Background: an optimization exercise with open tools, aiming at small area. Do not read the settings as production practice.
Only simulation tests tie the RTL to the original design; equivalence was not proved.
Power figures rest on the tool's default switching activity, not on a simulated workload.

===== run.sh =====
#!/bin/bash
# synth_recipe.tcl (not shown) runs the flow's synth.tcl, then flattens the netlist and writes it again
# the make line also repeats each setting of config.mk as NAME=value (left out here)
make -C /OpenROAD-flow-scripts/flow DESIGN_CONFIG=/design/flow/config.mk WORK_HOME=/design/flow/orfs CLKGATE_MAP_FILE= SYNTH_SCRIPT=/design/flow/synth_recipe.tcl finish

===== constraint.sdc =====
create_clock -name core_clock -period 4.0 [get_ports {clk}]
set_input_delay 0.8000 -clock core_clock [delete_from_list [all_inputs] [get_ports {clk}]]
set_output_delay 0.8000 -clock core_clock [all_outputs]
set_load 0.01 [all_outputs]

===== design.v =====
`default_nettype none
package kuz_gf_pkg;
  localparam logic [8:0] KUZ_POLY = 9'h1C3;
  typedef logic [7:0] gf_byte_t;
  function automatic gf_byte_t gf_xtime(input gf_byte_t x, input logic [8:0] poly);
    logic [8:0] t;
    t = {x, 1'b0};
    if (t[8]) begin
      t = t ^ poly;
    end
    gf_xtime = t[7:0];
  endfunction
  function automatic gf_byte_t gf_mul(input gf_byte_t a, input gf_byte_t b,
                                      input logic [8:0] poly);
    logic [14:0] c;
    logic [7:0]  r;
    logic [7:0]  xk;
    c = 15'd0;
    for (int i = 0; i < 8; i++) begin
      for (int j = 0; j < 8; j++) begin
        c[i+j] = c[i+j] ^ (a[i] & b[j]);
      end
    end
    r  = c[7:0];
    xk = gf_xtime(8'h80, poly);    
    for (int k = 8; k < 15; k++) begin
      if (c[k]) begin
        r = r ^ xk;
      end
      xk = gf_xtime(xk, poly);
    end
    gf_mul = r;
  endfunction
endpackage
`default_nettype wire
`default_nettype none
module gf256_mul_lane
#(
  parameter logic [8:0] POLY = kuz_gf_pkg::KUZ_POLY
) (
  input  logic     clk,
  input  logic     i_en1,
  input  logic     i_en2,
  input  logic     i_en3,
  input  kuz_gf_pkg::gf_byte_t i_a,
  input  kuz_gf_pkg::gf_byte_t i_b,
  output kuz_gf_pkg::gf_byte_t o_p
);
  kuz_gf_pkg::gf_byte_t w_p0;
  kuz_gf_pkg::gf_byte_t r_p1;
  kuz_gf_pkg::gf_byte_t r_p2;
  kuz_gf_pkg::gf_byte_t r_p3;
  gf256_mul_core u_mul (
    .a (i_a),
    .b (i_b),
    .p (w_p0)
  );
  always_ff @(posedge clk) begin
    if (i_en1) begin
      r_p1 <= w_p0;
    end
    if (i_en2) begin
      r_p2 <= r_p1;
    end
    if (i_en3) begin
      r_p3 <= r_p2;
    end
  end
  assign o_p = r_p3;
endmodule
module gf256_mul_core (
  input  logic [7:0] a,
  input  logic [7:0] b,
  output logic [7:0] p
);
  logic ax_0, ax_1, ax_2, ax_3, bx_0, bx_1, bx_2, bx_3, m0, m1, m2, m3, m4, m5, m6, m7, m8, m9, m10, m11, m12, m13, m14, m15, m16, m17, m18, m19, m20, m21, m22, m23, m24, m25, m26, m27, m28, m29, m30, m31, m32, m33, m34, m35, m36, m37, m38, m39, m40, m41, m42, m43, m44, m45, m46, m47, s0, s1, s2, s3, s4, s5, s6, s7, s8, s9, s10, s11, s12, s13, s14, s15, s16, s17, s18, s19, s20, s21, s22, s23, s24, s25, s26, s27, s28, s29, s30, s31, s32, s33, s34, s35, s36, s37, s38, s39, s40, s41, s42, s43, s44, s45, s46, s47, s48, s49, s50, s51, s52, s53, s54, s55, s56, s57, s58, s59;
  gf_xor2 u0 (.a(a[5]), .b(a[1]), .y(ax_0));
  gf_xor2 u1 (.a(a[6]), .b(a[2]), .y(ax_1));
  gf_xor2 u2 (.a(a[7]), .b(a[3]), .y(ax_2));
  gf_xor2 u3 (.a(a[4]), .b(a[0]), .y(ax_3));
  gf_xor2 u4 (.a(b[5]), .b(b[1]), .y(bx_0));
  gf_xor2 u5 (.a(b[6]), .b(b[2]), .y(bx_1));
  gf_xor2 u6 (.a(b[7]), .b(b[3]), .y(bx_2));
  gf_xor2 u7 (.a(b[4]), .b(b[0]), .y(bx_3));
  gf_nand2 u8 (.a(a[0]), .b(b[0]), .y(m0));
  gf_nand2 u9 (.a(a[0]), .b(b[1]), .y(m1));
  gf_nand2 u10 (.a(a[0]), .b(b[2]), .y(m2));
  gf_nand2 u11 (.a(a[0]), .b(b[3]), .y(m3));
  gf_nand2 u12 (.a(a[1]), .b(b[0]), .y(m4));
  gf_nand2 u13 (.a(a[1]), .b(b[1]), .y(m5));
  gf_nand2 u14 (.a(a[1]), .b(b[2]), .y(m6));
  gf_nand2 u15 (.a(a[1]), .b(b[3]), .y(m7));
  gf_nand2 u16 (.a(a[2]), .b(b[0]), .y(m8));
  gf_nand2 u17 (.a(a[2]), .b(b[1]), .y(m9));
  gf_nand2 u18 (.a(a[2]), .b(b[2]), .y(m10));
  gf_nand2 u19 (.a(a[2]), .b(b[3]), .y(m11));
  gf_nand2 u20 (.a(a[3]), .b(b[0]), .y(m12));
  gf_nand2 u21 (.a(a[3]), .b(b[1]), .y(m13));
  gf_nand2 u22 (.a(a[3]), .b(b[2]), .y(m14));
  gf_nand2 u23 (.a(a[3]), .b(b[3]), .y(m15));
  gf_nand2 u24 (.a(a[4]), .b(b[4]), .y(m16));
  gf_nand2 u25 (.a(a[4]), .b(b[5]), .y(m17));
  gf_nand2 u26 (.a(a[4]), .b(b[6]), .y(m18));
  gf_nand2 u27 (.a(a[4]), .b(b[7]), .y(m19));
  gf_nand2 u28 (.a(a[5]), .b(b[4]), .y(m20));
  gf_nand2 u29 (.a(a[5]), .b(b[5]), .y(m21));
  gf_nand2 u30 (.a(a[5]), .b(b[6]), .y(m22));
  gf_nand2 u31 (.a(a[5]), .b(b[7]), .y(m23));
  gf_nand2 u32 (.a(a[6]), .b(b[4]), .y(m24));
  gf_nand2 u33 (.a(a[6]), .b(b[5]), .y(m25));
  gf_nand2 u34 (.a(a[6]), .b(b[6]), .y(m26));
  gf_nand2 u35 (.a(a[6]), .b(b[7]), .y(m27));
  gf_nand2 u36 (.a(a[7]), .b(b[4]), .y(m28));
  gf_nand2 u37 (.a(a[7]), .b(b[5]), .y(m29));
  gf_nand2 u38 (.a(a[7]), .b(b[6]), .y(m30));
  gf_nand2 u39 (.a(a[7]), .b(b[7]), .y(m31));
  gf_nand2 u40 (.a(ax_3), .b(bx_3), .y(m32));
  gf_nand2 u41 (.a(ax_3), .b(bx_0), .y(m33));
  gf_nand2 u42 (.a(ax_3), .b(bx_1), .y(m34));
  gf_nand2 u43 (.a(ax_3), .b(bx_2), .y(m35));
  gf_nand2 u44 (.a(ax_0), .b(bx_3), .y(m36));
  gf_nand2 u45 (.a(ax_0), .b(bx_0), .y(m37));
  gf_nand2 u46 (.a(ax_0), .b(bx_1), .y(m38));
  gf_nand2 u47 (.a(ax_0), .b(bx_2), .y(m39));
  gf_nand2 u48 (.a(ax_1), .b(bx_3), .y(m40));
  gf_nand2 u49 (.a(ax_1), .b(bx_0), .y(m41));
  gf_nand2 u50 (.a(ax_1), .b(bx_1), .y(m42));
  gf_nand2 u51 (.a(ax_1), .b(bx_2), .y(m43));
  gf_nand2 u52 (.a(ax_2), .b(bx_3), .y(m44));
  gf_nand2 u53 (.a(ax_2), .b(bx_0), .y(m45));
  gf_nand2 u54 (.a(ax_2), .b(bx_1), .y(m46));
  gf_nand2 u55 (.a(ax_2), .b(bx_2), .y(m47));
  gf_xor2 u56 (.a(m27), .b(m30), .y(s0));
  gf_xor2 u57 (.a(m10), .b(m7), .y(s1));
  gf_xor2 u58 (.a(m13), .b(s1), .y(s2));
  gf_xor2 u59 (.a(m22), .b(m28), .y(s3));
  gf_xor2 u60 (.a(m19), .b(s3), .y(s4));
  gf_xor2 u61 (.a(m26), .b(m29), .y(s5));
  gf_xor2 u62 (.a(m31), .b(s0), .y(s6));
  gf_xor2 u63 (.a(m25), .b(s4), .y(s7));
  gf_xor2 u64 (.a(m16), .b(s2), .y(s8));
  gf_xor2 u65 (.a(m23), .b(s5), .y(s9));
  gf_xor2 u66 (.a(m21), .b(m24), .y(s10));
  gf_xor2 u67 (.a(m17), .b(m20), .y(s11));
  gf_xor2 u68 (.a(m42), .b(m45), .y(s12));
  gf_xor2 u69 (.a(s7), .b(s8), .y(s13));
  gf_xor2 u70 (.a(m18), .b(s10), .y(s14));
  gf_xor2 u71 (.a(m15), .b(s14), .y(s15));
  gf_xor2 u72 (.a(m14), .b(s11), .y(s16));
  gf_xor2 u73 (.a(m39), .b(s12), .y(s17));
  gf_xor2 u74 (.a(m11), .b(s16), .y(s18));
  gf_xor2 u75 (.a(m43), .b(m46), .y(s19));
  gf_xor2 u76 (.a(s6), .b(s9), .y(s20));
  gf_xor2 u77 (.a(s13), .b(s17), .y(s21));
  gf_xor2 u78 (.a(m47), .b(s15), .y(s22));
  gf_xor2 u79 (.a(s18), .b(s19), .y(s23));
  gf_xor2 u80 (.a(m8), .b(s23), .y(s24));
  gf_xor2 u81 (.a(m3), .b(m6), .y(s25));
  gf_xor2 u82 (.a(m9), .b(s25), .y(s26));
  gf_xor2 u83 (.a(m12), .b(s22), .y(s27));
  gf_xor2 u84 (.a(m1), .b(s9), .y(s28));
  gf_xor2 u85 (.a(m2), .b(m5), .y(s29));
  gf_xor2 u86 (.a(m4), .b(s28), .y(s30));
  gf_xor2 u87 (.a(s24), .b(s29), .y(s31));
  gf_xor2 u88 (.a(m0), .b(s6), .y(s32));
  gf_xor2 u89 (.a(s20), .b(s26), .y(s33));
  gf_xor2 u90 (.a(s27), .b(s33), .y(s34));
  gf_xor2 u91 (.a(s32), .b(s23), .y(s35));
  gf_xnor2 u92 (.a(s35), .b(s21), .y(s36));
  gf_xor2 u93 (.a(s30), .b(s22), .y(s37));
  gf_xor2 u94 (.a(s37), .b(s21), .y(s38));
  gf_xnor2 u95 (.a(s38), .b(s0), .y(s39));
  gf_xor2 u96 (.a(s7), .b(s31), .y(s40));
  gf_xnor2 u97 (.a(s40), .b(s20), .y(s41));
  gf_xor2 u98 (.a(s32), .b(s13), .y(s42));
  gf_xnor2 u99 (.a(s42), .b(m32), .y(s43));
  gf_xor2 u100 (.a(s30), .b(s18), .y(s44));
  gf_xor2 u101 (.a(s44), .b(m36), .y(s45));
  gf_xor2 u102 (.a(s45), .b(m33), .y(s46));
  gf_xor2 u103 (.a(s46), .b(m31), .y(s47));
  gf_xor2 u104 (.a(s31), .b(s21), .y(s48));
  gf_xor2 u105 (.a(s48), .b(s15), .y(s49));
  gf_xor2 u106 (.a(s49), .b(m40), .y(s50));
  gf_xor2 u107 (.a(s50), .b(m37), .y(s51));
  gf_xor2 u108 (.a(s51), .b(m34), .y(s52));
  gf_xor2 u109 (.a(s52), .b(m31), .y(s53));
  gf_xor2 u110 (.a(s8), .b(s34), .y(s54));
  gf_xor2 u111 (.a(s54), .b(s17), .y(s55));
  gf_xor2 u112 (.a(s55), .b(m44), .y(s56));
  gf_xor2 u113 (.a(s56), .b(m41), .y(s57));
  gf_xor2 u114 (.a(s57), .b(m38), .y(s58));
  gf_xor2 u115 (.a(s58), .b(m35), .y(s59));
  assign p[0] = s36;
  assign p[1] = s39;
  assign p[2] = s41;
  gf_inv1 ui3 (.a(s34), .y(p[3]));
  assign p[4] = s43;
  assign p[5] = s47;
  assign p[6] = s53;
  assign p[7] = s59;
endmodule
module gf_xor2 (input logic a, input logic b, output logic y);
  assign y = a ^ b;
endmodule
module gf_xnor2 (input logic a, input logic b, output logic y);
  assign y = ~(a ^ b);
endmodule
module gf_nand2 (input logic a, input logic b, output logic y);
  assign y = ~(a & b);
endmodule
module gf_inv1 (input logic a, output logic y);
  assign y = ~a;
endmodule
`default_nettype wire
`default_nettype none
module gf256_mul_pipe
#(
  parameter int         LANES = 16,
  parameter logic [8:0] POLY  = kuz_gf_pkg::KUZ_POLY
) (
  input  logic               clk,
  input  logic               rst,
  input  logic               in_valid,
  output logic               in_ready,
  input  logic [8*LANES-1:0] in_a,
  input  logic [8*LANES-1:0] in_b,
  output logic               out_valid,
  input  logic               out_ready,
  output logic [8*LANES-1:0] out_p
);
  logic r_v1;
  logic r_v2;
  logic r_v3;
  logic w_ld1;
  logic w_ld2;
  logic w_ld3;
  logic w_en1;
  logic w_en2;
  logic w_en3;
  logic [8*LANES-1:0] w_p3;
  assign w_ld3 = !r_v3 || out_ready;
  assign w_ld2    = !r_v2 || w_ld3;
  assign w_ld1    = !r_v1 || w_ld2;
  assign in_ready = w_ld1;
  assign w_en1 = w_ld1 && in_valid;
  assign w_en2 = w_ld2 && r_v1;
  assign w_en3 = w_ld3 && r_v2;
  always_ff @(posedge clk or posedge rst) begin
    if (rst) begin
      r_v1 <= 1'b0;
      r_v2 <= 1'b0;
      r_v3 <= 1'b0;
    end else begin
      if (w_ld1) begin
        r_v1 <= in_valid;
      end
      if (w_ld2) begin
        r_v2 <= r_v1;
      end
      if (w_ld3) begin
        r_v3 <= r_v2;
      end
    end
  end
  genvar gi;
  generate
    for (gi = 0; gi < LANES; gi++) begin : g_lane
      gf256_mul_lane #(
        .POLY (POLY)
      ) u_lane (
        .clk   (clk),
        .i_en1 (w_en1),
        .i_en2 (w_en2),
        .i_en3 (w_en3),
        .i_a   (in_a[8*gi +: 8]),
        .i_b   (in_b[8*gi +: 8]),
        .o_p   (w_p3[8*gi +: 8])
      );
    end : g_lane
  endgenerate
  assign out_valid = r_v3;
  assign out_p     = w_p3;
endmodule
`default_nettype wire

===== config.mk =====
export PLATFORM = sky130hd
export DESIGN_NAME = gf256_mul_pipe
export DESIGN_NICKNAME = gf256_mul_pipe
export VERILOG_FILES = /design/flow/design.v
export SDC_FILE = /design/flow/constraint.sdc
export NUM_CORES = 4
export LEC_CHECK = 0
export CAP_MARGIN = 20
export CELL_PAD_IN_SITES_DETAIL_PLACEMENT = 1
export CELL_PAD_IN_SITES_GLOBAL_PLACEMENT = 2
export CORE_MARGIN = 2
export CORE_UTILIZATION = 30
export PLACE_DENSITY = 0.4
export SLEW_MARGIN = 20
export SYNTH_HIERARCHICAL = 1
export SYNTH_MINIMUM_KEEP_SIZE = 0

==> out/results.ini, run 1 <==
[sta]
tightest_slew_ns = 0.571
rsz0062_at_grt = no
skew_ns = 0.0213
final_hold_viol_count = 0
fin_crit_sh_pct = 93.2
drv_slew = 0
whs_ns = 0.393
fin_crit_ns = 3.73
setup_ws_ns = 0.271
fmax_mhz = 268
setup_violations = 0
slew_headroom_pct = 61.9

[floorplanning]
initial_core_util_pct = 30.4
ios = 390
die_w_um = 293
core_area_um2 = 82200
chipHeight_um = 293
dieArea_um2 = 85600
rows = 105

[clocking]
clock_sinks = 387
cts.clk_slew.worst_paths_ns = 0.06
htreeDepth = 2
clockRootBuffer = clkbuf_16
clock_latency_ns = 0.58
clk_path_buf_depth = 3
cts_tree = yes
numCtsBuffers = 45
holdBufCountCts = 0

[power]
p_switching_mw = 6.31
intPower_mw = 13.0
pwr-share-clk_pct = 19.8
power_density_nw_per_um2 = 551
p_comb_share_pct = 45.0
switching_share_pct = 32.7
power.leakage_nw = 14.3
p_seq_share_pct = 35.2
vdd_drop_max_mv = 0.277

[critical_path]
criticalPathCategory = in -> reg
regToRegSetupSlack_ns = 2.16
reg2reg_depth = 3
crit_slowest_cell = clkdlybuf4s50_1
crit_chain = clkdlybuf4s50_1, nand2_1, xor2_1, xor2_1, xor2_1, xor2_1, xor2_1, xor2_1, xor2_1, xor2_1, xor2_1, xor2_1, xor2_1, xor2_1
cp_top_family = XOR/XNOR gates
start_kind = primary input
critPathMaxFanout = 5
critical_path_required_ns = 4.32
worstSetupEndpointType = flop
critPathBufInv = 1
cp.arrival_ns = 4.05
rr_endpoint = g_lane[0].u_lane.r_p1[5]
crit_top_cell = xor2_1
max_stage_delay_ns = 0.59
r2r_start = r_v2

[place]
dp_hpwl_um = 59300
globalplace.congestion = 0.798
dp_slack_ns = -0.357
port_buffers = 389

[global_routing]
grt_max_degree = 81
antenna_found_initial = 18
grt_pass1_wl_um = 111000
grt_pass1_vias = 19900
grt_use_total_pct = 16.5
grt_overflow = 0

[final_layout]
layout_common_cells = xor2_1 (1023), nand2_1 (768), buf_4 (546)
drive_gt1_share_pct = 18.9
area_growth_pct = 40.1
final_common_cell = xor2_1
final_nets = 3517

[synthesis]
netlist_area_um2 = 25000
yosysWarnings = 8
synth-seq-area-share_pct = 46.4
avgSynthCellArea_um2 = 10.5
ys_ff_latch = 387
synth_cells = 2381
synth.distinct_cells = 14

[route]
drt_iter0_drc = 418
drcViolationCount = 0
wl_per_cell_um = 16.3
drtAntennaViolNets = 0
drt_wl_total_um = 71200
first_pass_iters = 4
vias = 18300
viasPerCell = 4.19

[flow_run]
cap_violations = 0

[hold_path]
hold_path_class = in -> async

[outcome]
status = finished clean

==> logic make-up after synthesis <==
group	after synthesis	synth area share (%)
XOR/XNOR	1088	38.1
buffers and inverters	129	3.62
flip-flops	387	46.4
AO/OA/AOI/OAI	2	0.0651
AND/OR/NAND/NOR	775	11.7
==> per-layer routing <==
layer / up-vias / global-route usage, % / part of all wire [%]
met3: 113 / 3.64 / 4.9
met4: 22 / 4.72 / 2.4
met2: 292 / 30.3 / 52
met1: 8646 / 19.2 / 41
met5: - / 0 / 0.19
li1: 9232 / - / -
==> registers in the layout (all words and copies together) (netlist names) <==
signal and cells:
g_lane.u_lane.r_p1 128, g_lane.u_lane.r_p2 128, g_lane.u_lane.r_p3 128, r_v1 1, r_v2 1, r_v3 1
==> per-module statistics from Yosys, one instance, submodules excluded, a selection <==
| module | times used | cells inside | flip-flops and latches |
|---|---|---|---|
| gf256_mul_core | 16 | 7 | 0 |
| gf256_mul_pipe | 1 | 13 | 3 |
| gf_xnor2 | 64 | 1 | 0 |
| gf_inv1 | 16 | 1 | 0 |
| gf_xor2 | 1024 | 1 | 0 |
| gf_nand2 | 768 | 1 | 0 |
==> through the flow <==
step                      cell area (um2)  utilization, %  power, mW  std cells  TNS (ns)
after CTS                           35000            42.5       19.7       4361         0
after global placement              33600            40.9       15.6       4279     -5.31
final                               35000            42.6       19.3       4371         0
after floorplan                     25000               -       14.0       2381         0
after global routing                35000            42.6       20.7       4367         0
after detailed placement            33600            40.9       15.7       4279     -6.66
==> power by group through the flow <==
stage                     combinational, mW  sequential [mW]  clock [mW]
after floorplan                        7.15             6.88           0
after global placement                 8.71             6.86           0
after detailed placement               8.83             6.91           0
after CTS                              8.87             6.83        4.00
after global routing                   9.66             6.93        4.12
final                                  8.68             6.80        3.81
==> worst max path at each step <==
stage | start | to | depth (start not counted)
after global placement | in_b[77] | g_lane[9].u_lane.r_p1[6] | 15
after global routing | in_a[117] | g_lane[14].u_lane.r_p1[6] | 14
after CTS | in_a[70] | g_lane[8].u_lane.r_p1[7] | 14
after detailed placement | in_a[70] | g_lane[8].u_lane.r_p1[7] | 14
after floorplan | in_a[4] | g_lane[0].u_lane.r_p1[6] | 14
final | in_a[94] | g_lane[11].u_lane.r_p1[7] | 14
==> cells in the mapped netlist <==
library cell | count | area (um2)
nand2b_1 | 3 | 18.8
and2_1 | 1 | 6.26
a21o_2 | 1 | 8.76
inv_1 | 17 | 63.8
edfxtp_1 | 384 | 11500
a21boi_0 | 1 | 7.51
xor2_1 | 1024 | 8970
buf_4 | 112 | 841
nand2_1 | 768 | 2880
nand4b_2 | 1 | 15.0
dfrtp_1 | 3 | 75.1
xnor2_1 | 64 | 561
nor2b_1 | 1 | 6.26
and2_2 | 1 | 7.51
==> final cells by class <==
type                            count  area [um2]
Inverter                           17        63.8
Fill cell                        9250       47200
Sequential cell                   387       11600
Multi-Input combinational cell   1865       12500
Clock inverter                     25         186
Tap cell                         1070        1340
Antenna cell                        9        22.5
Timing Repair Buffer              941        8110
Clock buffer                       57        1180
==> repair_timing <==
| action | in CTS | in global routing |
|---|---|---|
| buffers inserted | 0 | 1 |
| gates resized for setup | 0 | 1 |
| setup endpoints to repair | 0 | 2 |
==> run 2, diff against run 1 <==
--- a/config.mk
+++ b/config.mk
@@ -8,7 +8,8 @@
 export CAP_MARGIN = 20
-export CELL_PAD_IN_SITES_DETAIL_PLACEMENT = 1
-export CELL_PAD_IN_SITES_GLOBAL_PLACEMENT = 2
+export CELL_PAD_IN_SITES_DETAIL_PLACEMENT = 0
+export CELL_PAD_IN_SITES_GLOBAL_PLACEMENT = 0
 export CORE_MARGIN = 2
-export CORE_UTILIZATION = 30
-export PLACE_DENSITY = 0.4
+export CORE_UTILIZATION = 55
+export GPL_TIMING_DRIVEN = 0
+export PLACE_DENSITY = 0.65
 export SLEW_MARGIN = 20
==> out/results.ini, run 2 <==
[final_layout]
area_growth_pct = 26.6
nFillCells = 3509  ; -62%
final_nets = 3111  ; -12%
postLayoutCellArea_um2 = 31600  ; -9.6%
final_common_cell = xor2_1
drive_gt1_share_pct = 8.30  ; -11 points
reg_top3 = g_lane.u_lane.r_p1 (128), g_lane.u_lane.r_p2 (128), g_lane.u_lane.r_p3 (128)
layout_common_cells = xor2_1 (998), nand2_1 (768), edfxtp_1 (384)
final_cells = 3498  ; -20%

[global_routing]
grt_pass1_wl_um = 82900  ; -25%
grt_use_total_pct = 21.9  ; +5.4 points
grt_max_degree = 55  ; -32%
antenna_found_initial = 28  ; +10
grt_overflow = 0  ; unchanged
grt_pass1_vias = 16600  ; -17%

[synthesis]
synth.most_common_cell = xor2_1
synth.distinct_cells = 14  ; unchanged
yosysWarnings = 8  ; unchanged
async_reset_ff_share_pct = 0.775  ; unchanged
synth-seq-area-share_pct = 46.4  ; unchanged
ys_ff_latch = 387  ; unchanged
netlist_area_um2 = 25000  ; unchanged
synth-edff-count = 384  ; unchanged
synth_cells = 2381  ; unchanged
synth_common_cells = xor2_1 (1024), nand2_1 (768), edfxtp_1 (384)
synthFlopType = edfxtp_1
synth_area_leader_cell = edfxtp_1
synth_area_leaders = edfxtp_1 (46%), xor2_1 (36%), nand2_1 (12%)
avgSynthCellArea_um2 = 10.5  ; unchanged
synth_top_area_share_pct = 46.1  ; unchanged

[sta]
setup_violations = 0  ; unchanged
fin_crit_ns = 3.89  ; +0.158 ns
slew_headroom_pct = 50.4  ; -12 points
fmax_mhz = 257  ; -4.1%
fin_crit_sh_pct = 97.2  ; +4.0 points
tightest_slew_ns = 0.742  ; +0.171 ns
tns_ns = 0  ; unchanged
final_hold_viol_count = 0  ; unchanged
drv_slew = 0  ; unchanged
skew_ns = 0.0178  ; -0.00354 ns
whs_ns = 0.410  ; +0.0166 ns

[route]
viasPerCell = 4.81  ; +15%
first_pass_iters = 5  ; +1
drt_iter0_drc = 836  ; +100%
drt_wl_total_um = 53000  ; -26%
drtAntennaViolNets = 0  ; unchanged
wl_per_cell_um = 15.1  ; -6.9%
drcViolationCount = 0  ; unchanged
vias = 16800  ; -8.0%

[critical_path]
cp_top_family = XOR/XNOR gates
critPathBufInv = 2  ; +1
critPathMaxFanout = 5  ; unchanged
crit_top_cell = xor2_1
max_stage_delay_ns = 0.62  ; +0.03 ns
criticalPathCategory = in -> reg
start_kind = primary input
crit_chain = clkdlybuf4s50_1, nand2_1, xor2_1, xor2_1, xor2_1, xor2_1, xor2_1, xor2_1, xor2_1, xor2_1, xor2_1, xor2_1, xor2_1, buf_4
critical_path_required_ns = 4.32  ; about the same
cp.arrival_ns = 4.20  ; +0.15 ns
worstSetupEndpointType = flop
crit_slowest_cell = clkdlybuf4s50_1

[clocking]
cts_tree = yes
clock_latency_ns = 0.55  ; -0.03 ns
htreeDepth = 2  ; unchanged
clockRootBuffer = clkbuf_16
clock_sinks = 387  ; unchanged
holdBufCountCts = 0  ; unchanged
clk_path_buf_depth = 3  ; unchanged
numCtsBuffers = 40  ; -11%
cts.clk_slew.worst_paths_ns = 0.07  ; about the same

[hold_path]
hold_path_class = reg -> reg

[power]
vdd_drop_max_mv = 0.410  ; +48%
power_density_nw_per_um2 = 618  ; +12%
power.leakage_nw = 12.6  ; -12%

[flow_run]
cap_violations = 0  ; unchanged

[floorplanning]
rows = 78  ; -26%
dieArea_um2 = 47200  ; -45%
ios = 390  ; unchanged
core_area_um2 = 45100  ; -45%
initial_core_util_pct = 55.4  ; +25 points
die_w_um = 217  ; -26%
chipHeight_um = 217  ; -26%

[place]
globalplace.congestion = 0.929  ; +16%
placed_area_um2 = 29900  ; -11%
dp_cells = 3380  ; -21%
port_buffers = 389  ; unchanged
dp_hpwl_um = 41600  ; -30%

[outcome]
status = finished clean

[run 2: power by group]
| part | internal, mW | leakage [nW] | switching (mW) |
|---|---|---|---|
| Combinational | 5.00 | 8.26 | 4.37 |
| Sequential | 6.47 | 3.74 | 0.290 |
| Clock | 1.95 | 0.595 | 1.50 |
| Total | 13.4 | 12.6 | 6.16 |
[run 2: final cells by class]
class | instances | area (um2) | share of cell area, %
clock buffer | 46 | 1040 | 3.30
tap | 600 | 751 | 2.37
sequential | 387 | 11600 | 36.7
antenna | 17 | 42.5 | 0.134
inverter | 17 | 63.8 | 0.202
timing repair buffer | 428 | 4430 | 14.0
multi-input combinational | 1865 | 12700 | 40.1
clock inverter | 26 | 166 | 0.526
buffer | 112 | 841 | 2.66
[run 2: logic make-up after synthesis]
group | count (synthesis) | synth area share [%]
buffers and inverters | 129 | 3.62
XOR/XNOR | 1088 | 38.1
AND/OR/NAND/NOR | 775 | 11.7
AO/OA/AOI/OAI | 2 | 0.0651
flip-flops | 387 | 46.4
[run 2: layer usage]
layer  up-vias  share of wire, %  GRT usage, %
met5         -              0.28             0
met4        24               3.4          8.31
li1       8415                 -             -
met3       120               7.5          6.72
met1      7874                39          25.6
met2       400                50          37.8
[run 2: worst reg2reg max path, stage by stage (launching register included)]
cell and delay [ns]:
dfrtp_1 0.42, nor2b_1 0.19, a21boi_4 0.61, buf_16 0.24, buf_16 0.18, buf_16 0.19
[run 2: Yosys stat by module (local to each module, per instance), a selection]
module	flip-flops and latches	cells	area (um2)	copies in the design
gf256_mul_core	0	7	52.6	16
gf256_mul_pipe	3	13	149	1
gf_inv1	0	1	3.75	16
gf_nand2	0	1	3.75	768
gf_xnor2	0	1	8.76	64
gf_xor2	0	1	8.76	1024
[run 2: through the flow]
stage	power, mW	worst slack [ns]	util [%]
after global placement	15.7	-1.02	65.8
after global routing	20.9	-0.0935	70.2
after detailed placement	16.0	-0.488	66.4
final	19.6	0.113	70.2
after floorplan	14.0	0.537	-
after CTS	19.6	0.0798	69.0
[run 2: worst paths after layout]
check / start / endpoint / slack (ns) / cells past startpoint
setup / recovery: in_a[127] / g_lane[15].u_lane.r_p1[6] / 0.11 / 14
hold / removal: g_lane[8].u_lane.r_p1[6] / g_lane[8].u_lane.r_p2[6] / 0.41 / 0
setup reg to reg: r_v3 / g_lane[7].u_lane.r_p2[6] / 1.85 / 5
hold reg to reg: g_lane[8].u_lane.r_p1[6] / g_lane[8].u_lane.r_p2[6] / 0.41 / 0
max in group asynchronous: rst / r_v1 / 3.38 / 2
min in group asynchronous: rst / r_v3 / 0.48 / 2
[run 2: what timing repair did]
item                                    CTS  global route
gates resized for setup                   0            47
endpoints found under the setup margin    0            26
buffers inserted                          0            29
endpoints found under the hold margin     0             0
==> run 3, diff against run 2 <==
==> flow/run.sh (new file) <==
#!/bin/bash
# Standard ORFS layout, with the port buffers made of the smallest buffer cell
# (sky130_fd_sc_hd__buf_1) instead of the delay buffer buffer_ports picks.
set -euo pipefail
export BUFFER_PORTS_ARGS="-buffer_cell sky130_fd_sc_hd__buf_1"
bash standard.sh "BUFFER_PORTS_ARGS=$BUFFER_PORTS_ARGS" finish > make_finish.log 2>&1
==> standard.sh (new file) <==
#!/bin/bash
# synth_recipe.tcl (not shown) runs the flow's synth.tcl, then flattens the netlist and writes it again
# the make line also repeats each setting of config.mk as NAME=value (left out here)
make -C /OpenROAD-flow-scripts/flow DESIGN_CONFIG=/design/flow/config.mk WORK_HOME=/design/flow/orfs CLKGATE_MAP_FILE= SYNTH_SCRIPT=/design/flow/synth_recipe.tcl "${@:-finish}"
removed: run.sh
==> out/results.ini, run 3 <==
[final_layout]
layout_common_cells = xor2_1 (1024), nand2_1 (768), buf_1 (389)
area_growth_pct = 14.8
nFillCells = 3797  ; +8.2%
final_nets = 3082  ; -0.93%
postLayoutCoreUtil_pct = 63.6  ; -6.5 points
drive_gt1_share_pct = 6.31  ; -2.0 points
final_common_cell = xor2_1
reg_top3 = g_lane.u_lane.r_p1 (128), g_lane.u_lane.r_p2 (128), g_lane.u_lane.r_p3 (128)
final_cells = 3461  ; -1.1%

[critical_path]
start_kind = primary input
criticalPathCategory = in -> reg
critPathMaxFanout = 5  ; unchanged
worstSetupEndpointType = flop
cp.arrival_ns = 3.93  ; -0.27 ns
critical_path_required_ns = 4.30  ; -0.02 ns

[place]
port_buffers = 389  ; unchanged
dp_hpwl_um = 40300  ; -3.2%
dp_cells = 3380  ; unchanged
dp_slack_ns = -0.101  ; +0.387 ns
globalplace.congestion = 0.908  ; -2.3%

[sta]
skew_ns = 0.0149  ; -0.00291 ns
drv_slew = 0  ; unchanged
setup_ws_ns = 0.372  ; +0.259 ns
fin_crit_sh_pct = 90.7  ; -6.5 points
setup_violations = 0  ; unchanged
tightest_slew_ns = 0.752  ; +0.00965 ns
whs_ns = 0.130  ; -0.280 ns
final_hold_viol_count = 0  ; unchanged
rsz0062_at_grt = no
fmax_mhz = 276  ; +7.1%
fin_crit_ns = 3.63  ; -0.259 ns
slew_headroom_pct = 49.8  ; -0.64 points

[route]
viasPerCell = 4.81  ; -0.13%
drtAntennaViolNets = 0  ; unchanged
drt_iter0_drc = 776  ; -7.2%
drcViolationCount = 0  ; unchanged
drt_wl_total_um = 50800  ; -4.2%
wl_per_cell_um = 14.7  ; -3.2%
first_pass_iters = 5  ; unchanged
vias = 16600  ; -1.2%

[synthesis]
netlist_area_um2 = 25000  ; unchanged
synth_area_leader_cell = edfxtp_1
synth_area_leaders = edfxtp_1 (46%), xor2_1 (36%), nand2_1 (12%)
avgSynthCellArea_um2 = 10.5  ; unchanged
synth-edff-count = 384  ; unchanged
synth.distinct_cells = 14  ; unchanged
yosysWarnings = 8  ; unchanged
ys_ff_latch = 387  ; unchanged
synth-seq-area-share_pct = 46.4  ; unchanged
synthFlopType = edfxtp_1
synth.most_common_cell = xor2_1
synth_common_cells = xor2_1 (1024), nand2_1 (768), edfxtp_1 (384)
synth_cells = 2381  ; unchanged
synth_top_area_share_pct = 46.1  ; unchanged
async_reset_ff_share_pct = 0.775  ; unchanged

[global_routing]
grt_use_total_pct = 21.2  ; -0.70 points
grt_pass1_wl_um = 80400  ; -3.0%
antenna_found_initial = 16  ; -43%
grt_overflow = 0  ; unchanged
grt_pass1_vias = 16300  ; -1.7%
grt_max_degree = 52  ; -5.5%

[clocking]
cts_tree = yes
clock_latency_ns = 0.54  ; about the same
cts_resized = 0  ; unchanged
numCtsBuffers = 40  ; unchanged
clock_sinks = 387  ; unchanged
cts_setup_buffers = 0  ; unchanged
htreeDepth = 2  ; unchanged
clk_path_buf_depth = 3  ; unchanged
cts.clk_slew.worst_paths_ns = 0.06  ; about the same
clockRootBuffer = clkbuf_16
holdBufCountCts = 0  ; unchanged

[power]
p_seq_share_pct = 35.8  ; +1.3 points
intPower_mw = 12.8  ; -4.5%
power.total_mw = 18.8  ; -3.7%
power_density_nw_per_um2 = 657  ; +6.2%
power.leakage_nw = 11.2  ; -11%
pwr-share-clk_pct = 17.9  ; +0.3 points
switching_share_pct = 32.0  ; +0.53 points
vdd_drop_max_mv = 0.459  ; +12%
p_comb_share_pct = 46.3  ; -1.6 points
p_switching_mw = 6.03  ; -2.1%

[flow_run]
cap_violations = 0  ; unchanged

[floorplanning]
initial_core_util_pct = 55.4  ; unchanged
dieArea_um2 = 47200  ; unchanged
die_w_um = 217  ; unchanged
rows = 78  ; unchanged
core_area_um2 = 45100  ; unchanged
chipHeight_um = 217  ; unchanged
ios = 390  ; unchanged

[hold_path]
hold_path_class = in -> async

[outcome]
status = finished clean

==> run 3: cell count changes in the layout (fill, tap and decap cells not counted), moves of 7 or more <==
cell / change
clkdlybuf4s50_1: -368
clkbuf_1: +7
buf_4: -29
xor2_1: +26
buf_1: +389
dlymetal6s2s_1: -21
xor2_2: -26
diode_2: -7
==> run 3: per-module statistics from Yosys (local to each module, per instance), a selection <==
module,times used,area [um2],cells inside,flops+latches
gf_inv1,16,3.75,1,0
gf_xnor2,64,8.76,1,0
gf256_mul_core,16,52.6,7,0
gf_xor2,1024,8.76,1,0
gf_nand2,768,3.75,1,0
gf256_mul_pipe,1,149,13,3
==> run 3: final cells by class <==
type,instances,area (um2),area share [%]
multi-input cells,1865,12500,43.6
inverters,17,63.8,0.222
clock inverters,15,73.8,0.257
plain buffers,112,841,2.93
clock buffers,56,1110,3.88
repair buffers,399,1720,6.00
flip-flops and latches,387,11600,40.5
well taps,600,751,2.62
diodes,10,25.0,0.0872
==> run 3: metal layers <==
metal | vias up | GRT usage [%] | part of all wire (%)
li1 | 8366 | - | -
met1 | 7729 | 24.7 | 40
met2 | 379 | 35.9 | 48
met3 | 141 | 5.98 | 7.5
met4 | 18 | 10.6 | 4.5
met5 | - | 0 | 0.24
==> run 3: power groups by stage <==
stage / Clock (mW) / Combinational [mW] / Sequential [mW]
after floorplan: 0 / 7.15 / 6.88
after global placement: 0 / 8.50 / 6.82
after detailed placement: 0 / 8.76 / 6.85
after CTS: 3.49 / 8.81 / 6.77
after global routing: 3.64 / 9.64 / 6.87
final: 3.36 / 8.72 / 6.75
==> run 3: worst max-delay path: stages <==
cell	delay [ns]
buf_1	0.22
nand2_1	0.11
xor2_1	0.19
xor2_1	0.19
xor2_1	0.33
xor2_1	0.29
xor2_1	0.23
xor2_1	0.30
xor2_1	0.25
xor2_1	0.22
xor2_1	0.19
xor2_1	0.20
xor2_1	0.19
xor2_1	0.09
buf_4	0.13
==> run 3: path summary, 6_finish.rpt <==
path | start | endpoint | slack [ns] | cells after the start
setup / recovery | in_a[126] | g_lane[15].u_lane.r_p1[7] | 0.37 | 15
hold reg to reg | g_lane[11].u_lane.r_p1[2] | g_lane[11].u_lane.r_p2[2] | 0.41 | 0
min in group core_clock | g_lane[11].u_lane.r_p1[2] | g_lane[11].u_lane.r_p2[2] | 0.41 | 0
setup reg to reg | r_v3 | g_lane[7].u_lane.r_p2[0] | 1.68 | 6
max in group asynchronous | rst | r_v1 | 3.73 | 2
hold / removal | rst | r_v3 | 0.13 | 2
==> run 3: stage by stage <==
stage / TNS [ns] / area, um2
floorplan: 0 / 25000
global placement: -79.70 / 27200
detailed placement: -0.925 / 27500
CTS: 0 / 28700
global route: 0 / 28700
finish: 0 / 28700
==> run 3: cell families (layout without fill, tap and decap cells) <==
group	count (synthesis)	in the layout	synth area share, %
AOI/OAI and AO/OA	2	2	0.0651
xor gates and xnor gates	1088	1088	38.1
buffers and inverters	129	599	3.62
DFF	387	387	46.4
other	0	10	0
and+or+nand+nor	775	775	11.7
==> run 4, diff against run 3 <==
--- a/design.v
+++ b/design.v
@@ -75,3 +75,3 @@
 );
-  logic ax_0, ax_1, ax_2, ax_3, bx_0, bx_1, bx_2, bx_3, m0, m1, m2, m3, m4, m5, m6, m7, m8, m9, m10, m11, m12, m13, m14, m15, m16, m17, m18, m19, m20, m21, m22, m23, m24, m25, m26, m27, m28, m29, m30, m31, m32, m33, m34, m35, m36, m37, m38, m39, m40, m41, m42, m43, m44, m45, m46, m47, s0, s1, s2, s3, s4, s5, s6, s7, s8, s9, s10, s11, s12, s13, s14, s15, s16, s17, s18, s19, s20, s21, s22, s23, s24, s25, s26, s27, s28, s29, s30, s31, s32, s33, s34, s35, s36, s37, s38, s39, s40, s41, s42, s43, s44, s45, s46, s47, s48, s49, s50, s51, s52, s53, s54, s55, s56, s57, s58, s59;
+  logic ax_0, ax_1, ax_2, ax_3, bx_0, bx_1, bx_2, bx_3, m0, m1, m2, m3, m4, m5, m6, m7, m8, m9, m10, m11, m12, m13, m14, m15, m16, m17, m18, m19, m20, m21, m22, m23, m24, m25, m26, m27, m28, m29, m30, m31, m32, m33, m34, m35, m36, m37, m38, m39, m40, m41, m42, m43, m44, m45, m46, m47, s0, s1, s2, s3, s4, s5, s6, s7, s8, s9, s10, s11, s12, s13, s14, s15, s16, s17, s18, s19, s20, s21, s22, s23, s24, s25, s26, s27, s28, s29, s30, s31, s32, s33, s34, s35, s36, s37, s38, s39, s40, s41, s42, s43, s44, s45, s46, s47, s48, s49, s50, s51, s52, s53, s54, s55, s56, s57, s58;
   gf_xor2 u0 (.a(a[5]), .b(a[1]), .y(ax_0));
@@ -132,70 +132,69 @@
   gf_nand2 u55 (.a(ax_2), .b(bx_2), .y(m47));
-  gf_xor2 u56 (.a(m27), .b(m30), .y(s0));
-  gf_xor2 u57 (.a(m10), .b(m7), .y(s1));
-  gf_xor2 u58 (.a(m13), .b(s1), .y(s2));
-  gf_xor2 u59 (.a(m22), .b(m28), .y(s3));
-  gf_xor2 u60 (.a(m19), .b(s3), .y(s4));
-  gf_xor2 u61 (.a(m26), .b(m29), .y(s5));
-  gf_xor2 u62 (.a(m31), .b(s0), .y(s6));
-  gf_xor2 u63 (.a(m25), .b(s4), .y(s7));
-  gf_xor2 u64 (.a(m16), .b(s2), .y(s8));
-  gf_xor2 u65 (.a(m23), .b(s5), .y(s9));
-  gf_xor2 u66 (.a(m21), .b(m24), .y(s10));
-  gf_xor2 u67 (.a(m17), .b(m20), .y(s11));
-  gf_xor2 u68 (.a(m42), .b(m45), .y(s12));
-  gf_xor2 u69 (.a(s7), .b(s8), .y(s13));
-  gf_xor2 u70 (.a(m18), .b(s10), .y(s14));
-  gf_xor2 u71 (.a(m15), .b(s14), .y(s15));
-  gf_xor2 u72 (.a(m14), .b(s11), .y(s16));
-  gf_xor2 u73 (.a(m39), .b(s12), .y(s17));
-  gf_xor2 u74 (.a(m11), .b(s16), .y(s18));
-  gf_xor2 u75 (.a(m43), .b(m46), .y(s19));
-  gf_xor2 u76 (.a(s6), .b(s9), .y(s20));
-  gf_xor2 u77 (.a(s13), .b(s17), .y(s21));
-  gf_xor2 u78 (.a(m47), .b(s15), .y(s22));
-  gf_xor2 u79 (.a(s18), .b(s19), .y(s23));
-  gf_xor2 u80 (.a(m8), .b(s23), .y(s24));
-  gf_xor2 u81 (.a(m3), .b(m6), .y(s25));
-  gf_xor2 u82 (.a(m9), .b(s25), .y(s26));
-  gf_xor2 u83 (.a(m12), .b(s22), .y(s27));
-  gf_xor2 u84 (.a(m1), .b(s9), .y(s28));
-  gf_xor2 u85 (.a(m2), .b(m5), .y(s29));
-  gf_xor2 u86 (.a(m4), .b(s28), .y(s30));
-  gf_xor2 u87 (.a(s24), .b(s29), .y(s31));
-  gf_xor2 u88 (.a(m0), .b(s6), .y(s32));
-  gf_xor2 u89 (.a(s20), .b(s26), .y(s33));
-  gf_xor2 u90 (.a(s27), .b(s33), .y(s34));
-  gf_xor2 u91 (.a(s32), .b(s23), .y(s35));
-  gf_xnor2 u92 (.a(s35), .b(s21), .y(s36));
-  gf_xor2 u93 (.a(s30), .b(s22), .y(s37));
-  gf_xor2 u94 (.a(s37), .b(s21), .y(s38));
-  gf_xnor2 u95 (.a(s38), .b(s0), .y(s39));
-  gf_xor2 u96 (.a(s7), .b(s31), .y(s40));
-  gf_xnor2 u97 (.a(s40), .b(s20), .y(s41));
-  gf_xor2 u98 (.a(s32), .b(s13), .y(s42));
-  gf_xnor2 u99 (.a(s42), .b(m32), .y(s43));
-  gf_xor2 u100 (.a(s30), .b(s18), .y(s44));
-  gf_xor2 u101 (.a(s44), .b(m36), .y(s45));
-  gf_xor2 u102 (.a(s45), .b(m33), .y(s46));
-  gf_xor2 u103 (.a(s46), .b(m31), .y(s47));
-  gf_xor2 u104 (.a(s31), .b(s21), .y(s48));
-  gf_xor2 u105 (.a(s48), .b(s15), .y(s49));
-  gf_xor2 u106 (.a(s49), .b(m40), .y(s50));
-  gf_xor2 u107 (.a(s50), .b(m37), .y(s51));
-  gf_xor2 u108 (.a(s51), .b(m34), .y(s52));
-  gf_xor2 u109 (.a(s52), .b(m31), .y(s53));
-  gf_xor2 u110 (.a(s8), .b(s34), .y(s54));
-  gf_xor2 u111 (.a(s54), .b(s17), .y(s55));
-  gf_xor2 u112 (.a(s55), .b(m44), .y(s56));
-  gf_xor2 u113 (.a(s56), .b(m41), .y(s57));
-  gf_xor2 u114 (.a(s57), .b(m38), .y(s58));
-  gf_xor2 u115 (.a(s58), .b(m35), .y(s59));
+  gf_xnor2 u56 (.a(m27), .b(m30), .y(s0));
+  gf_xor2 u57 (.a(m17), .b(m31), .y(s1));
+  gf_xnor2 u58 (.a(m10), .b(m13), .y(s2));
+  gf_xor2 u59 (.a(m23), .b(m26), .y(s3));
+  gf_xor2 u60 (.a(m19), .b(m28), .y(s4));
+  gf_xor2 u61 (.a(m22), .b(m25), .y(s5));
+  gf_xor2 u62 (.a(m16), .b(m7), .y(s6));
+  gf_xor2 u63 (.a(m29), .b(s3), .y(s7));
+  gf_xor2 u64 (.a(s4), .b(s5), .y(s8));
+  gf_xor2 u65 (.a(s2), .b(s6), .y(s9));
+  gf_xor2 u66 (.a(m15), .b(m24), .y(s10));
+  gf_xor2 u67 (.a(m39), .b(m42), .y(s11));
+  gf_xor2 u68 (.a(m14), .b(m20), .y(s12));
+  gf_xor2 u69 (.a(m18), .b(m21), .y(s13));
+  gf_xor2 u70 (.a(m45), .b(s11), .y(s14));
+  gf_xor2 u71 (.a(m11), .b(s12), .y(s15));
+  gf_xor2 u72 (.a(s10), .b(s13), .y(s16));
+  gf_xor2 u73 (.a(s0), .b(s7), .y(s17));
+  gf_xor2 u74 (.a(s1), .b(s15), .y(s18));
+  gf_xnor2 u75 (.a(s8), .b(s9), .y(s19));
+  gf_xor2 u76 (.a(m43), .b(m46), .y(s20));
+  gf_xor2 u77 (.a(m47), .b(s16), .y(s21));
+  gf_xor2 u78 (.a(m3), .b(m9), .y(s22));
+  gf_xor2 u79 (.a(s14), .b(s19), .y(s23));
+  gf_xor2 u80 (.a(s18), .b(s20), .y(s24));
+  gf_xor2 u81 (.a(s17), .b(s21), .y(s25));
+  gf_xor2 u82 (.a(m12), .b(m31), .y(s26));
+  gf_xor2 u83 (.a(m1), .b(m4), .y(s27));
+  gf_xor2 u84 (.a(m5), .b(m8), .y(s28));
+  gf_xor2 u85 (.a(m6), .b(s26), .y(s29));
+  gf_xor2 u86 (.a(m0), .b(s0), .y(s30));
+  gf_xor2 u87 (.a(m2), .b(s28), .y(s31));
+  gf_xor2 u88 (.a(s22), .b(s29), .y(s32));
+  gf_xor2 u89 (.a(s25), .b(s32), .y(s33));
+  gf_xor2 u90 (.a(s24), .b(s31), .y(s34));
+  gf_xor2 u91 (.a(s30), .b(s24), .y(s35));
+  gf_xor2 u92 (.a(s23), .b(s35), .y(s36));
+  gf_xor2 u93 (.a(s27), .b(s25), .y(s37));
+  gf_xor2 u94 (.a(s23), .b(s37), .y(s38));
+  gf_xor2 u95 (.a(s8), .b(s17), .y(s39));
+  gf_xor2 u96 (.a(s39), .b(s34), .y(s40));
+  gf_xor2 u97 (.a(m32), .b(m31), .y(s41));
+  gf_xor2 u98 (.a(s41), .b(s30), .y(s42));
+  gf_xor2 u99 (.a(s19), .b(s42), .y(s43));
+  gf_xor2 u100 (.a(m33), .b(m36), .y(s44));
+  gf_xor2 u101 (.a(s27), .b(s44), .y(s45));
+  gf_xor2 u102 (.a(s45), .b(s7), .y(s46));
+  gf_xor2 u103 (.a(s46), .b(s18), .y(s47));
+  gf_xor2 u104 (.a(m34), .b(m37), .y(s48));
+  gf_xor2 u105 (.a(m40), .b(s48), .y(s49));
+  gf_xor2 u106 (.a(s49), .b(s16), .y(s50));
+  gf_xor2 u107 (.a(s50), .b(s23), .y(s51));
+  gf_xor2 u108 (.a(s34), .b(s51), .y(s52));
+  gf_xor2 u109 (.a(m38), .b(m41), .y(s53));
+  gf_xor2 u110 (.a(m35), .b(m44), .y(s54));
+  gf_xor2 u111 (.a(s53), .b(s54), .y(s55));
+  gf_xor2 u112 (.a(s55), .b(s9), .y(s56));
+  gf_xor2 u113 (.a(s14), .b(s56), .y(s57));
+  gf_xor2 u114 (.a(s57), .b(s33), .y(s58));
   assign p[0] = s36;
-  assign p[1] = s39;
-  assign p[2] = s41;
-  gf_inv1 ui3 (.a(s34), .y(p[3]));
+  assign p[1] = s38;
+  assign p[2] = s40;
+  assign p[3] = s33;
   assign p[4] = s43;
   assign p[5] = s47;
-  assign p[6] = s53;
-  assign p[7] = s59;
+  assign p[6] = s52;
+  assign p[7] = s58;
 endmodule
==> flow/run.sh (replaced) <==
#!/bin/bash
# Standard ORFS layout with three changes to how it is built:
#  - the port buffers use the smallest buffer cell (sky130_fd_sc_hd__buf_1)
#    instead of the delay buffer buffer_ports picks by default;
#  - the buffers ABC adds during synthesis are removed at floorplan;
#  - CTS inserts no dummy loads (clock buffers come from CTS_BUF_LIST).
set -euo pipefail
export BUFFER_PORTS_ARGS="-buffer_cell sky130_fd_sc_hd__buf_1"
export REMOVE_ABC_BUFFERS=1
export CTS_ARGS="-sink_clustering_enable -repair_clock_nets -buf_list sky130_fd_sc_hd__clkbuf_8 -sink_clustering_size 20 -sink_clustering_max_diameter 60 -dont_use_dummy_load"
bash standard.sh "BUFFER_PORTS_ARGS=$BUFFER_PORTS_ARGS" "REMOVE_ABC_BUFFERS=$REMOVE_ABC_BUFFERS" "CTS_ARGS=$CTS_ARGS" finish > make_finish.log 2>&1
--- a/config.mk
+++ b/config.mk
@@ -12,2 +12,3 @@
 export CORE_UTILIZATION = 55
+export CTS_BUF_LIST = sky130_fd_sc_hd__clkbuf_4
 export GPL_TIMING_DRIVEN = 0
==> out/results.ini, run 4 <==
[place]
placed_area_um2 = 26400  ; -3.8%
globalplace.congestion = 0.934  ; +2.9%
port_buffers = 389  ; unchanged
dp_hpwl_um = 40100  ; -0.48%
dp_slack_ns = 1.04  ; +1.14 ns

[clocking]
cts_resized = 0  ; unchanged
clock_sinks = 387  ; unchanged
clock_latency_ns = 0.62  ; +0.08 ns
cts_tree = yes
cts.clk_slew.worst_paths_ns = 0.10  ; +0.04 ns
numCtsBuffers = 29  ; -28%
holdBufCountCts = 1  ; +1
cts_setup_buffers = 0  ; unchanged
clockRootBuffer = clkbuf_8
htreeDepth = 1  ; -1
clk_path_buf_depth = 3  ; unchanged

[critical_path]
r2r_start = r_v2
critPathMaxFanout = 5  ; unchanged
reg2reg_depth = 4  ; -2
crit_top_cell = xor2_1
crit_chain = buf_1, xor2_1, nand2_1, xor2_1, xor2_1, xor2_1, xor2_1, xor2_1
crit_start = in_b[106]
critical_path_required_ns = 4.27  ; -0.03 ns
cp.arrival_ns = 2.71  ; -1.22 ns
max_stage_delay_ns = 0.37  ; +0.04 ns
criticalPathCategory = in -> reg
crit_slowest_cell = xor2_1
regToRegSetupSlack_ns = 1.88  ; +0.20 ns
worstSetupEndpointType = flop
start_kind = primary input
rr_endpoint = g_lane[14].u_lane.r_p1[2]

[global_routing]
use_met3_pct = 5.46  ; -0.52 points
grt-busiest-layer = met2
antenna_found_initial = 15  ; -1
grt_pass1_wl_um = 78500  ; -2.4%
use_met1_pct = 24.7  ; -0.036 points
grt_overflow = 0  ; unchanged
met2_usage_pct = 35.6  ; -0.34 points
grt_pass1_vias = 15600  ; -4.3%
grt_use_total_pct = 20.5  ; -0.68 points
grt_max_degree = 50  ; -3.8%

[route]
drtAntennaViolNets = 0  ; unchanged
drcViolationCount = 0  ; unchanged
drt_wl_total_um = 49200  ; -3.0%
drt_iter0_drc = 836  ; +7.7%
wl_per_cell_um = 15.0  ; +2.6%
vias = 16000  ; -3.7%
first_pass_iters = 5  ; unchanged
viasPerCell = 4.90  ; +1.9%

[synthesis]
synth-seq-area-share_pct = 46.6  ; +0.15 points
synth.most_common_cell = xor2_1
synth_area_leader_cell = edfxtp_1
avgSynthCellArea_um2 = 10.5  ; +0.35%
ys_ff_latch = 387  ; unchanged
netlist_area_um2 = 24900  ; -0.32%
synth_common_cells = xor2_1 (1024), nand2_1 (768), edfxtp_1 (384)
synth.distinct_cells = 14  ; unchanged
synthFlopType = edfxtp_1
synth_top_area_share_pct = 46.3  ; +0.15 points
synth_area_leaders = edfxtp_1 (46%), xor2_1 (36%), nand2_1 (12%)
yosysWarnings = 8  ; unchanged
async_reset_ff_share_pct = 0.775  ; unchanged
synth-edff-count = 384  ; unchanged
synth_cells = 2365  ; -0.67%

[final_layout]
drive_gt1_share_pct = 1.65  ; -4.7 points
final_nets = 2928  ; -5.0%
multi_input_area_um2 = 12400  ; -1.1%
area_growth_pct = 7.91
layout_common_cells = xor2_1 (1024), nand2_1 (768), buf_1 (389)
final_common_cell = xor2_1
postLayoutCellArea_um2 = 26900  ; -6.3%
regArea_um2 = 11600  ; unchanged
reg_top3 = g_lane.u_lane.r_p1 (128), g_lane.u_lane.r_p2 (128), g_lane.u_lane.r_p3 (128)
nFillCells = 3828  ; +0.82%
postLayoutCoreUtil_pct = 60.4  ; -3.2 points

[flow_run]
cap_violations = 0  ; unchanged

[floorplanning]
initial_core_util_pct = 56.0  ; +0.54 points
chipHeight_um = 217  ; -0.16%
dieArea_um2 = 47000  ; -0.32%
die_w_um = 217  ; -0.16%
ios = 390  ; unchanged
rows = 77  ; -1.3%
core_area_um2 = 44500  ; -1.3%

[sta]
rsz0062_at_grt = no
fin_crit_sh_pct = 61.0  ; -30 points
fmax_mhz = 410  ; +49%
final_hold_viol_count = 0  ; unchanged
setup_violations = 0  ; unchanged
drv_slew = 0  ; unchanged
whs_ns = 0.338  ; +0.209 ns
setup_ws_ns = 1.56  ; +1.19 ns
tightest_slew_ns = 0.606  ; -0.145 ns
slew_headroom_pct = 59.5  ; +9.7 points
skew_ns = 0.0880  ; +0.0731 ns
fin_crit_ns = 2.44  ; -1.19 ns

[power]
vdd_drop_max_mv = 0.290  ; -37%
power.total_mw = 13.3  ; -29%
power.leakage_nw = 10.3  ; -7.5%
power_density_nw_per_um2 = 495  ; -25%

[hold_path]
whs_path_depth = 0
min_to = g_lane[13].u_lane.r_p2[5]
hold_path_class = reg -> reg
hold_start = g_lane[13].u_lane.r_p1[5]

[outcome]
status = finished clean

-- run 4: changes by cell type after synthesis, sizes merged --
| cell | delta |
|---|---|
| buf | +16 |
| inv | -16 |
| xnor2 | -16 |
-- run 4: kinds of logic after synthesis --
logic type / share of synthesized area, %
flops: 46.6
simple gates: 11.8
buf+inv: 3.87
compound gates: 0.0653
xor+xnor: 37.7
-- run 4: how the worst max path moves through the flow --
stage                     slack (ns)  cells past startpoint                        end
after detailed placement        1.04                      8  g_lane[13].u_lane.r_p1[6]
after global placement        -11.61                      3  g_lane[14].u_lane.r_p2[5]
after CTS                       1.62                      8  g_lane[13].u_lane.r_p1[6]
final                           1.56                      8  g_lane[13].u_lane.r_p1[6]
after global routing            1.44                      8  g_lane[13].u_lane.r_p1[6]
after floorplan                -6.90                      2   g_lane[0].u_lane.r_p2[0]
-- run 4: per-module statistics from Yosys, one instance, submodules excluded, excerpt --
module | cell area [um2] | cells inside
gf256_mul_core | 60.1 | 8
gf256_mul_pipe | 149 | 13
gf_nand2 | 3.75 | 1
gf_xnor2 | 8.76 | 1
gf_xor2 | 8.76 | 1
-- run 4: final cells by class --
| class | instances | area share (%) |
|---|---|---|
| diodes | 12 | 0.112 |
| well taps | 592 | 2.76 |
| flip-flops and latches | 387 | 43.2 |
| repair buffers | 400 | 6.49 |
| multi-input cells | 1849 | 46.0 |
| inverters | 1 | 0.0140 |
| clock buffers | 29 | 1.48 |
-- run 4: per-stage QoR --
stage / std cells / setup TNS, ns
CTS: 3258 / 0
global placement: 3218 / -1738.32
detailed placement: 3228 / 0
floorplan: 2237 / -940.02
finish: 3270 / 0
global route: 3267 / 0
-- run 4: critical path, delay by kind of cell --
family	cells	cell delay (ns)
xor+xnor	6	1.57
buf+inv	1	0.22
simple gates	1	0.11
-- run 4: layer usage --
metal  share of wire (%)  routed length [um]  up-vias
met4                 3.0                1460        8
met3                 7.6                3730       87
met1                  41               19900     7532
li1                    -                   -     7996
met5               0.093                  46        -
met2                  49               24000      388
-- run 4: power by group --
part	total, mW	leakage (nW)	internal, mW	switching, mW
logic	4.81	6.37	1.88	2.93
registers	6.73	3.74	6.44	0.289
clock network	1.75	0.209	0.644	1.11
total	13.3	10.3	8.97	4.32
==> run 5, diff against run 4 <==
--- a/config.mk
+++ b/config.mk
@@ -11,6 +11,6 @@
 export CORE_MARGIN = 2
-export CORE_UTILIZATION = 55
+export CORE_UTILIZATION = 70
 export CTS_BUF_LIST = sky130_fd_sc_hd__clkbuf_4
 export GPL_TIMING_DRIVEN = 0
-export PLACE_DENSITY = 0.65
+export PLACE_DENSITY = 0.8
 export SLEW_MARGIN = 20
==> out/results.ini, run 5 <==
[power]
intPower_mw = 8.97  ; about the same
switching_share_pct = 32.9  ; +0.37 points
power.leakage_nw = 10.3  ; about the same
p_switching_mw = 4.40  ; +1.7%
vdd_drop_max_mv = 0.403  ; +39%
power_density_nw_per_um2 = 501  ; +1.3%
p_seq_share_pct = 50.5  ; about the same
p_comb_share_pct = 36.4  ; +0.2 points
pwr-share-clk_pct = 13.1  ; about the same

[floorplanning]
ios = 390  ; unchanged
dieArea_um2 = 37100  ; -21%
core_area_um2 = 35300  ; -21%
rows = 69  ; -10%
die_w_um = 193  ; -11%
initial_core_util_pct = 70.6  ; +15 points
chipHeight_um = 193  ; -11%

[final_layout]
layout_common_cells = xor2_1 (1024), nand2_1 (768), buf_1 (389)
drive_gt1_share_pct = 1.65  ; unchanged
postLayoutCellArea_um2 = 26700  ; -0.70%
final_nets = 2928  ; unchanged
area_growth_pct = 7.15
reg_top3 = g_lane.u_lane.r_p1 (128), g_lane.u_lane.r_p2 (128), g_lane.u_lane.r_p3 (128)
final_common_cell = xor2_1

[sta]
drv_slew = 0  ; unchanged
tightest_slew_ns = 0.720  ; +0.114 ns
fmax_mhz = 415  ; +1.3%
skew_ns = 0.0580  ; -0.0300 ns
final_hold_viol_count = 0  ; unchanged
whs_ns = 0.379  ; +0.0407 ns
fin_crit_sh_pct = 60.2  ; -0.77 points
setup_violations = 0  ; unchanged
slew_headroom_pct = 51.9  ; -7.6 points
fin_crit_ns = 2.41  ; -0.0309 ns
rsz0062_at_grt = no

[route]
drt_iter0_drc = 815  ; -2.5%
drt_wl_total_um = 49100  ; -0.31%
drcViolationCount = 0  ; unchanged
viasPerCell = 5.15  ; +5.2%
vias = 16100  ; +0.86%
first_pass_iters = 5  ; unchanged
wl_per_cell_um = 15.6  ; +4.0%
drtAntennaViolNets = 0  ; unchanged

[clocking]
clock_sinks = 387  ; unchanged
numCtsBuffers = 29  ; unchanged
cts_resized = 0  ; unchanged
clockRootBuffer = clkbuf_8
cts.clk_slew.worst_paths_ns = 0.11  ; about the same
htreeDepth = 1  ; unchanged
clk_path_buf_depth = 3  ; unchanged
clock_latency_ns = 0.65  ; +0.03 ns
cts_tree = yes

[synthesis]
synth-seq-area-share_pct = 46.6  ; unchanged
avgSynthCellArea_um2 = 10.5  ; unchanged
ys_ff_latch = 387  ; unchanged
synth_common_cells = xor2_1 (1024), nand2_1 (768), edfxtp_1 (384)
synth_top_area_share_pct = 46.3  ; unchanged
async_reset_ff_share_pct = 0.775  ; unchanged
synth_cells = 2365  ; unchanged
netlist_area_um2 = 24900  ; unchanged
yosysWarnings = 8  ; unchanged
synth_area_leaders = edfxtp_1 (46%), xor2_1 (36%), nand2_1 (12%)
synthFlopType = edfxtp_1
synth.distinct_cells = 14  ; unchanged
synth-edff-count = 384  ; unchanged
synth_area_leader_cell = edfxtp_1
synth.most_common_cell = xor2_1

[global_routing]
grt_overflow = 0  ; unchanged
grt_pass1_vias = 15800  ; +1.1%
grt_pass1_wl_um = 77300  ; -1.5%
grt_use_total_pct = 26.1  ; +5.6 points
grt_max_degree = 61  ; +22%
antenna_found_initial = 14  ; -1

[critical_path]
criticalPathCategory = in -> reg
critPathMaxFanout = 5  ; unchanged
start_kind = primary input
cp.arrival_ns = 2.79  ; +0.08 ns
worstSetupEndpointType = flop
critical_path_required_ns = 4.38  ; +0.11 ns
regToRegSetupSlack_ns = 1.71  ; -0.17 ns

[place]
placed_area_um2 = 26300  ; -0.68%
globalplace.congestion = 0.939  ; +0.51%
port_buffers = 389  ; unchanged
dp_hpwl_um = 39700  ; -1.1%

[outcome]
status = finished clean

[flow_run]
cap_violations = 0  ; unchanged

[hold_path]
hold_path_class = reg -> reg

## run 5: timing repair
action | 4_1_cts | 5_1_grt
endpoints found under the hold margin | 3 | 0
hold buffers | 1 | 0
setup buffers | 0 | 0
setup endpoints to repair | 0 | 0
## run 5: worst max-delay path, cell delays in order
cell     delay (ns)
buf_1          0.21
xor2_1         0.42
nand2_1        0.17
xor2_1         0.22
xor2_1         0.28
xor2_1         0.38
xor2_1         0.13
xor2_1         0.17
## run 5: final cells by class
| type | instances | area [um2] |
|---|---|---|
| Timing Repair Buffer | 400 | 1730 |
| Multi-Input combinational cell | 1849 | 12400 |
| Sequential cell | 387 | 11600 |
| Clock buffer | 29 | 399 |
| Tap cell | 461 | 577 |
| Antenna cell | 8 | 20.0 |
| Inverter | 1 | 3.75 |
| Fill cell | 2460 | 8620 |
## run 5: cell families (layout without fill, tap and decap cells)
group           after synthesis  after routing  synth area share [%]
buf+inv                     129            430                  3.87
xor+xnor                   1072           1072                  37.7
other cells                   0              8                     0
flops                       387            387                  46.6
simple gates                775            775                  11.8
compound gates                2              2                0.0653
## run 5: power by group through the flow
stage | registers, mW | clock network, mW | logic, mW
after floorplan | 6.91 | 0 | 3.56
after global placement | 6.87 | 0 | 4.60
after detailed placement | 6.86 | 0 | 4.87
after CTS | 6.77 | 1.82 | 4.89
after global routing | 6.87 | 1.95 | 5.39
final | 6.75 | 1.75 | 4.86
## run 5: metrics by stage
step / total power [mW] / setup TNS [ns] / worst slack, ns / utilization, % / cells
2_1_floorplan: 10.5 / -940.02 / -6.90 / - / 2237
3_3_place_gp: 11.5 / -1622.99 / -10.94 / 73.6 / 3087
3_5_place_dp: 11.7 / 0 / 0.955 / 74.4 / 3097
4_1_cts: 13.5 / 0 / 1.65 / 75.5 / 3127
5_1_grt: 14.2 / 0 / 1.46 / 75.6 / 3133
6_report: 13.4 / 0 / 1.59 / 75.6 / 3135
## run 5: worst paths after layout
kind / end / from / cells past startpoint
worst max register to register: g_lane[3].u_lane.r_p2[4] / r_v3 / 6
worst min register to register: g_lane[11].u_lane.r_p3[6] / g_lane[11].u_lane.r_p2[6] / 0
min in group asynchronous: r_v3 / rst / 3
max in group asynchronous: r_v1 / rst / 3
worst min-delay path: g_lane[11].u_lane.r_p3[6] / g_lane[11].u_lane.r_p2[6] / 0
worst max-delay path: g_lane[12].u_lane.r_p1[6] / in_b[99] / 8
## run 5: routing by layer
metal	vias to the layer above	global-route usage, %	routed length [um]
li1	8001	-	-
met1	7556	30.6	18700
met2	492	46.9	24900
met3	90	6.40	4080
met4	10	8.37	1310
met5	-	0	73
## run 5: modules after synthesis (local to each module, per instance), a selection
module,cell area [um2],copies in the design
gf_xnor2,8.76,48
gf256_mul_core,60.1,16
gf_nand2,3.75,768
gf_xor2,8.76,1024
gf256_mul_pipe,149,1

## separate check: timing with driven ports
Ports are ideal in the flow. The routed layouts listed here were re-timed in OpenROAD.
Step 1 sets driving cells, clkbuf_16 on the clock port and buf_2 on the other inputs (assumed; they add their load-dependent delay and slew).
Step 2 also shifts input and output timing later by t, the mid clock arrival at the registers, as if the neighbouring blocks saw the same clock.
Three values: ideal ports, drivers, drivers and shift; two values: the first two.
run	shift t [ns]	setup WS [ns]	latest minus earliest clock arrival (ns)
run 1	0.627	0.271 / 0.292 / -0.336	0.021 / 0.021
run 2	0.597	0.113 / 0.118 / -0.478	0.022 / 0.023
run 3	0.587	0.372 / 0.399 / -0.187	0.015 / 0.015
run 4	0.628	1.560 / 1.589 / 0.961	0.088 / 0.088
run 5	0.644	1.591 / 1.614 / 0.970	0.101 / 0.100
With both steps, setup timing fails in run 1, run 2 and run 3, where it was met with ideal ports. The setup slack of run 5, which loses most, moves by +0.023 ns with the drivers and by -0.621 ns with both steps.
